Background: an optimization exercise with open tools, aiming at small area and a short achievable clock period. Do not read the settings as production practice. In this exercise RTL edits were held to simulation tests only and were not proved equivalent to the original. Power and IR drop assume default switching activity.

$ cat design.v
package axi_txn_sig_pkg;
    localparam int SIG_W = 32;
    localparam int REC_W = 32 + 8 + SIG_W + 9;
endpackage
module axi_txn_sig_capture (
    input  logic        aclk,
    input  logic        rst,
    input  logic        awvalid,
    input  logic        awready,
    input  logic [31:0] awaddr,
    input  logic [7:0]  awlen,
    input  logic        wvalid,
    input  logic        wready,
    input  logic        wlast,
    input  logic [63:0] wdata,
    input  logic        rec_full,
    output logic        join_v,
    output logic [80:0] join_rec,
    output logic        overflow,
    output logic        len_err,
    output logic        empty
);
    logic        aw_hs, w_hs, last_hs;
    logic [31:0] acc, acc_next;
    logic [8:0]  beats;
    assign aw_hs    = awvalid && awready;
    assign w_hs     = wvalid && wready;
    assign last_hs  = w_hs && wlast;
    assign acc_next = {acc[30:0], acc[31]} ^ wdata[31:0] ^ wdata[63:32];
    logic [39:0] cmd_mem [8];
    logic [2:0]  cmd_wp, cmd_rp;
    logic [3:0]  cmd_cnt;
    logic [40:0] dsig_mem [8];
    logic [2:0]  dsig_wp, dsig_rp;
    logic [3:0]  dsig_cnt;
    logic cmd_push, dsig_push, cmd_drop, dsig_drop, beats_bad;
    logic [39:0] cmd_head;
    logic [40:0] dsig_head;
    assign join_v = (cmd_cnt != 4'd0) && (dsig_cnt != 4'd0) && !rec_full;
    assign cmd_push  = aw_hs && ((cmd_cnt != 4'd8) || join_v);
    assign cmd_drop  = aw_hs && !cmd_push;
    assign dsig_push = last_hs && ((dsig_cnt != 4'd8) || join_v);
    assign dsig_drop = last_hs && !dsig_push;
    assign cmd_head  = cmd_mem[cmd_rp];
    assign dsig_head = dsig_mem[dsig_rp];
    assign join_rec  = {cmd_head, dsig_head};
    assign beats_bad = dsig_head[8:0] != ({1'b0, cmd_head[7:0]} + 9'd1);
    assign empty = (cmd_cnt == 4'd0) && (dsig_cnt == 4'd0) && (beats == 9'd0);
    always_ff @(posedge aclk) begin
        if (cmd_push)  cmd_mem[cmd_wp]   <= {awaddr, awlen};
        if (dsig_push) dsig_mem[dsig_wp] <= {acc_next, beats + 9'd1};
    end
    always_ff @(posedge aclk) begin
        if (rst) begin
            acc      <= '0;
            beats    <= '0;
            cmd_wp   <= '0;
            cmd_rp   <= '0;
            cmd_cnt  <= '0;
            dsig_wp  <= '0;
            dsig_rp  <= '0;
            dsig_cnt <= '0;
            overflow <= 1'b0;
            len_err  <= 1'b0;
        end else begin
            if (w_hs) begin
                acc   <= wlast ? '0 : acc_next;
                beats <= wlast ? '0 : beats + 9'd1;
            end
            if (cmd_push)  cmd_wp  <= cmd_wp + 3'd1;
            if (join_v)    cmd_rp  <= cmd_rp + 3'd1;
            if (dsig_push) dsig_wp <= dsig_wp + 3'd1;
            if (join_v)    dsig_rp <= dsig_rp + 3'd1;
            cmd_cnt  <= cmd_cnt + {3'd0, cmd_push} - {3'd0, join_v};
            dsig_cnt <= dsig_cnt + {3'd0, dsig_push} - {3'd0, join_v};
            if (cmd_drop || dsig_drop) overflow <= 1'b1;
            if (join_v && beats_bad)   len_err  <= 1'b1;
        end
    end
endmodule
module axi_txn_sig_scoreboard (
    input  logic        aclk,
    input  logic        aresetn,
    input  logic        clr,
    input  logic        u_awvalid,
    input  logic        u_awready,
    input  logic [31:0] u_awaddr,
    input  logic [7:0]  u_awlen,
    input  logic        u_wvalid,
    input  logic        u_wready,
    input  logic        u_wlast,
    input  logic [63:0] u_wdata,
    input  logic        d_awvalid,
    input  logic        d_awready,
    input  logic [31:0] d_awaddr,
    input  logic [7:0]  d_awlen,
    input  logic        d_wvalid,
    input  logic        d_wready,
    input  logic        d_wlast,
    input  logic [63:0] d_wdata,
    output logic [15:0] pass_cnt,
    output logic [15:0] fail_cnt,
    output logic        mismatch,
    output logic [31:0] first_fail_addr,
    output logic        overflow,
    output logic        len_err,
    output logic        idle
);
    logic rst;
    assign rst = !aresetn || clr;
    logic        u_join, d_join, u_ovf, d_ovf, u_len_err, d_len_err, u_empty, d_empty;
    logic [80:0] u_jrec, d_jrec;
    logic [80:0] rec_mem [8];
    logic [2:0]  rec_wp, rec_rp;
    logic [3:0]  rec_cnt;
    logic        rec_own;       
    logic        rec_ne, u_has, d_has, rec_full;
    logic        cmp, rec_store, rec_take, u_store, d_store;
    logic [80:0] rec_head, u_head, d_head;
    assign rec_ne   = rec_cnt != 4'd0;
    assign rec_full = rec_cnt == 4'd8;
    assign u_has    = rec_ne && !rec_own;
    assign d_has    = rec_ne && rec_own;
    axi_txn_sig_capture u_cap (
        .aclk(aclk), .rst(rst),
        .awvalid(u_awvalid), .awready(u_awready), .awaddr(u_awaddr), .awlen(u_awlen),
        .wvalid(u_wvalid), .wready(u_wready), .wlast(u_wlast), .wdata(u_wdata),
        .rec_full(rec_full && !rec_own), .join_v(u_join), .join_rec(u_jrec),
        .overflow(u_ovf), .len_err(u_len_err), .empty(u_empty)
    );
    axi_txn_sig_capture d_cap (
        .aclk(aclk), .rst(rst),
        .awvalid(d_awvalid), .awready(d_awready), .awaddr(d_awaddr), .awlen(d_awlen),
        .wvalid(d_wvalid), .wready(d_wready), .wlast(d_wlast), .wdata(d_wdata),
        .rec_full(rec_full && rec_own), .join_v(d_join), .join_rec(d_jrec),
        .overflow(d_ovf), .len_err(d_len_err), .empty(d_empty)
    );
    assign rec_head  = rec_mem[rec_rp];
    assign u_head    = u_has ? rec_head : u_jrec;
    assign d_head    = d_has ? rec_head : d_jrec;
    assign cmp       = (u_has || u_join) && (d_has || d_join);
    assign rec_take  = cmp && rec_ne;
    assign u_store   = u_join && (u_has || !cmp);
    assign d_store   = d_join && (d_has || !cmp);
    assign rec_store = u_store || d_store;
    assign overflow = u_ovf || d_ovf;
    assign len_err  = u_len_err || d_len_err;
    assign idle     = u_empty && d_empty && !rec_ne;
    always_ff @(posedge aclk) begin
        if (rec_store) rec_mem[rec_wp] <= u_store ? u_jrec : d_jrec;
    end
    always_ff @(posedge aclk) begin
        if (rst) begin
            rec_wp  <= '0;
            rec_rp  <= '0;
            rec_cnt <= '0;
            rec_own <= 1'b0;
        end else begin
            if (rec_store) rec_wp <= rec_wp + 3'd1;
            if (rec_take)  rec_rp <= rec_rp + 3'd1;
            if (rec_store && !rec_ne) rec_own <= d_store;
            rec_cnt <= rec_cnt + {3'd0, rec_store} - {3'd0, rec_take};
        end
    end
    always_ff @(posedge aclk) begin
        if (rst) begin
            pass_cnt        <= '0;
            fail_cnt        <= '0;
            mismatch        <= 1'b0;
            first_fail_addr <= '0;
        end else if (cmp) begin
            if (u_head == d_head) begin
                if (pass_cnt != 16'hFFFF) pass_cnt <= pass_cnt + 16'd1;
            end else begin
                if (fail_cnt != 16'hFFFF) fail_cnt <= fail_cnt + 16'd1;
                mismatch <= 1'b1;
                if (!mismatch) first_fail_addr <= u_head[80:49];
            end
        end
    end
endmodule
$ cat run.sh
#!/bin/bash
# synth_recipe.tcl (not shown) runs the flow's synth.tcl, then flattens the netlist and writes it again
# the make line also repeats each setting of config.mk as NAME=value (left out here)
make -C /OpenROAD-flow-scripts/flow DESIGN_CONFIG=/design/flow/config.mk WORK_HOME=/design/flow/orfs CLKGATE_MAP_FILE= SYNTH_SCRIPT=/design/flow/synth_recipe.tcl finish
$ cat config.mk
export PLATFORM = sky130hd
export DESIGN_NAME = axi_txn_sig_scoreboard
export DESIGN_NICKNAME = axi_txn_sig_scoreboard
export VERILOG_FILES = /design/flow/design.v
export SDC_FILE = /design/flow/constraint.sdc
export NUM_CORES = 4
export LEC_CHECK = 0
export CAP_MARGIN = 20
export CORE_MARGIN = 2
export CORE_UTILIZATION = 40
export SLEW_MARGIN = 20
$ cat constraint.sdc
create_clock -name core_clock -period 6.0 [get_ports {aclk}]
set_input_delay 1.2000 -clock core_clock [delete_from_list [all_inputs] [get_ports {aclk}]]
set_output_delay 1.2000 -clock core_clock [all_outputs]
set_load 0.01 [all_outputs]
==> notes.md <==
registers in the layout (all words and copies together) (netlist names), 9 cells and up, named ones only:
signal and flops:
d_cap.acc 32, d_cap.beats 9, d_cap.cmd_mem 320, d_cap.dsig_mem 328, fail_cnt 16, first_fail_addr 32
pass_cnt 16, rec_mem 648, u_cap.acc 32, u_cap.beats 9, u_cap.cmd_mem 320, u_cap.dsig_mem 328
logic make-up (layout without fill, tap and decap cells):
logic type               count (synthesis)  count (layout)  synth area share [%]
buffers and inverters                  291            1007                  1.66
AO/OA/AOI/OAI                          317             317                  2.40
flip-flops                            2161            2161                  71.4
multiplexers                           830             830                  16.1
other                                    0               3                     0
adder cells (fa/ha/maj)                 53              53                 0.797
AND/OR/NAND/NOR                        686             686                  3.73
XOR/XNOR                               393             393                  3.92
cell usage in the layout (no fill, tap or decap), types with 51 or more instances in the layout:
cell type,count
clkinv_1,51
nor2_1,198
dfxtp_1,203
xor2_1,112
nand2_1,191
mux4_2,465
nand4_1,59
a22oi_1,88
clkdlybuf4s50_1,288
buf_4,242
xnor2_1,279
edfxtp_1,1944
a21oi_1,73
inv_1,55
clkbuf_16,217
mux2i_1,335
o21ai_0,56
metal layers:
layer	share of wire (%)	GRT usage, %	up-vias
li1	-	-	19900
met1	43	28.8	24600
met2	47	32.6	1715
met3	6.8	3.54	361
met4	2.8	5.76	6
met5	0.017	0	-
cells in the mapped netlist, types with 7 or more instances:
cell / n / share of area, %
clkbuf_1: 89 / 0.38
xor2_1: 112 / 1.1
nor2_1: 212 / 0.91
nand3b_1: 7 / 0.060
mux2_2: 23 / 0.29
buf_1: 21 / 0.090
a22oi_1: 88 / 0.75
nand4_1: 59 / 0.42
and3_1: 16 / 0.11
a31oi_1: 8 / 0.057
inv_1: 55 / 0.23
xnor2_1: 281 / 2.8
or3_1: 7 / 0.050
ha_1: 48 / 0.68
a21oi_1: 73 / 0.42
buf_2: 70 / 0.40
o31ai_1: 11 / 0.094
nor4_1: 17 / 0.12
buf_6: 22 / 0.28
and2_1: 13 / 0.093
dfxtp_1: 217 / 4.9
nand2_1: 193 / 0.82
buf_4: 31 / 0.26
mux2i_1: 335 / 3.8
o22ai_1: 13 / 0.093
nor3_1: 27 / 0.15
nor3b_1: 18 / 0.15
nor2b_1: 13 / 0.093
nand2b_1: 25 / 0.18
or4_1: 16 / 0.14
nand3_1: 48 / 0.27
edfxtp_1: 1944 / 66
mux4_2: 465 / 12
o21ai_0: 57 / 0.32
a21o_1: 8 / 0.068
where the power goes:
part | internal, mW | leakage (nW) | switching (mW) | total (mW)
sequential | 16.5 | 19.2 | 0.0227 | 16.5
clock | 7.43 | 3.35 | 5.69 | 13.1
combinational | 0.408 | 9.45 | 0.753 | 1.16
total | 24.3 | 32.0 | 6.47 | 30.8
area by class of cell:
cell class / instances / area (µm²) / share of cell area, %
flip-flops and latches: 2161 / 62800 / 61.1
multi-input cells: 2279 / 24000 / 23.4
clock buffers: 273 / 5720 / 5.57
repair buffers: 553 / 5160 / 5.03
well taps: 2871 / 3590 / 3.50
clock inverters: 123 / 1150 / 1.12
inverters: 58 / 218 / 0.212
diodes: 3 / 7.51 / 0.00731
worst min-delay path: stages, from the launching register on:
cell and delay (ps):
dfxtp_1 320, nor2_1 40, nor2_1 70
path summary, 6_finish.rpt:
| kind | to | slack, ps | cells after the start |
|---|---|---|---|
| max | pass_cnt[10] | 440 | 13 |
| min | d_cap.overflow | 460 | 2 |
| max reg2reg | pass_cnt[10] | 440 | 13 |
| min reg2reg | d_cap.overflow | 460 | 2 |
==> reports/results.ini <==
[route]
antenna_left=0
drtIter0Drc=5323
dr.pass1.iters=8
drc_errors=0
route.final.wire_length_mm=230
vias_per_cell=5.61
dr_total_vias=46700
post_drt_wl_per_cell_um=27.6

[critical_path]
end_kind=flip-flop
crit_chain=buf_4 > mux4_2 > mux2i_1 > xor2_1 > o31ai_1 > nand4_1 > a2111o_1 > nor4_4 > buf_12 > nand3_2 > buf_4 > or4_1 > a21oi_1
cpPeakStageDelay_ps=870
cp_top_family=simple AND/OR/NAND/NOR gates
critPathBufInv=3
critPathMaxFanout=42
start_kind=flip-flop
required_ps=6770
cpMostUsedCell=buf_4
cpMaxStageDelayCell=dfxtp_4
arrival_ps=6330
worst-setup-path-type=reg -> reg

[hold_path]
worstHoldStart=d_cap.overflow
min_path_type=reg -> reg

[outcome]
run_status=timing/DRC/antenna clean

[synth]
syn_nets=5005
yosys_warnings=2
post_synth.cell_area_avg_um2=18.6
synth_top_flop_cell=edfxtp_1
synthArstFlopShare_pct=0
ys_seq_elements=2161
synth_edf_count=1944
synth_area_um2=87900
yosysSeqAreaShare_pct=71.4
synth_cell_type_count=71
synthCells=4731

[sta]
finalCriticalPeriod_ps=5560
grt_setup_unrepaired=false
clock_skew_ps=48.0
max_clock_freq_mhz=180
drv_slew=0
relSlewSlack_pct=27.1
finalSetupTns_ps=0
max_slew.worst_pin.slew_ps=1090
timing.final.ws_setup_ps=438
report.final.hold_viol_count=0
setup_viol=0
fin_crit_sh_pct=92.7
hold_ws_ps=465

[grt]
antenna_found_initial=8
overflow=0
grt_max_degree=83
grt_pass1_wl_mm=331
track_usage_pct=20.4
grt_pass1_vias=46700

[place]
postPlaceCellArea_um2=95800
port_buffers=288
post-place-ws_ps=431
gp_congestion=0.941
placedCellCount=7922
dp_hpwl_mm=149

[die]
dieArea_um2=224000
die_height_um=473
ios=289
row_count=172
core-area_um2=219000
die_x_um=473
initial_core_util_pct=40.1

[power_and_ir_drop]
powerDensity_nw_per_um2=300
total_power_mw=30.8
ir_drop_v=0.000253
p_leak_nw=32.0

[layout]
design_area_um2=103000
fin_util_pct=46.9
drive_gt1_share_pct=20.9
fin_nets=5537
fill_cells=18400
final_cell_count_no_fill=8321
area_delta_synth_final_pct=16.8

[cts]
clock-sinks=2161
cts_htree_levels=4
holdBufCountCts=0
cts_tree=yes
cts_root_buf=clkbuf_16
cts.reportedPaths.clkPinSlew_ps=60
post_cts_buffers=0
cts_resized=0
cts-buffers-inserted=210
clock_latency_ps=860
clockBufferDepth=3

[flow_run]
cap_violations=0

==> what the ideal ports hide <==
Ports are ideal in the flow. The routed layout listed here was re-timed in OpenROAD.
Step 1 assumes that a clkbuf_16 drives the clock port and a buf_2 every other input.
Step 2 moves the port delays by t, midway between the first and last clock arrival at a register: inputs arrive t later, outputs are due t later. That takes back most of the time a late clock gives input paths.
a / b / c = ideal / step 1 / step 2; a / b = the first two.
t (ns): 0.916
setup WS [ns]: 0.438 / 0.438 / 0.438
slew at the worst register clock pin (ns): 0.07 / 0.07
worst slew at a driven data input, ns: 0.12
After both steps this run still meets setup and hold. The setup slack of this run moves by 0.000 ns with the drivers and by 0.000 ns with both steps.
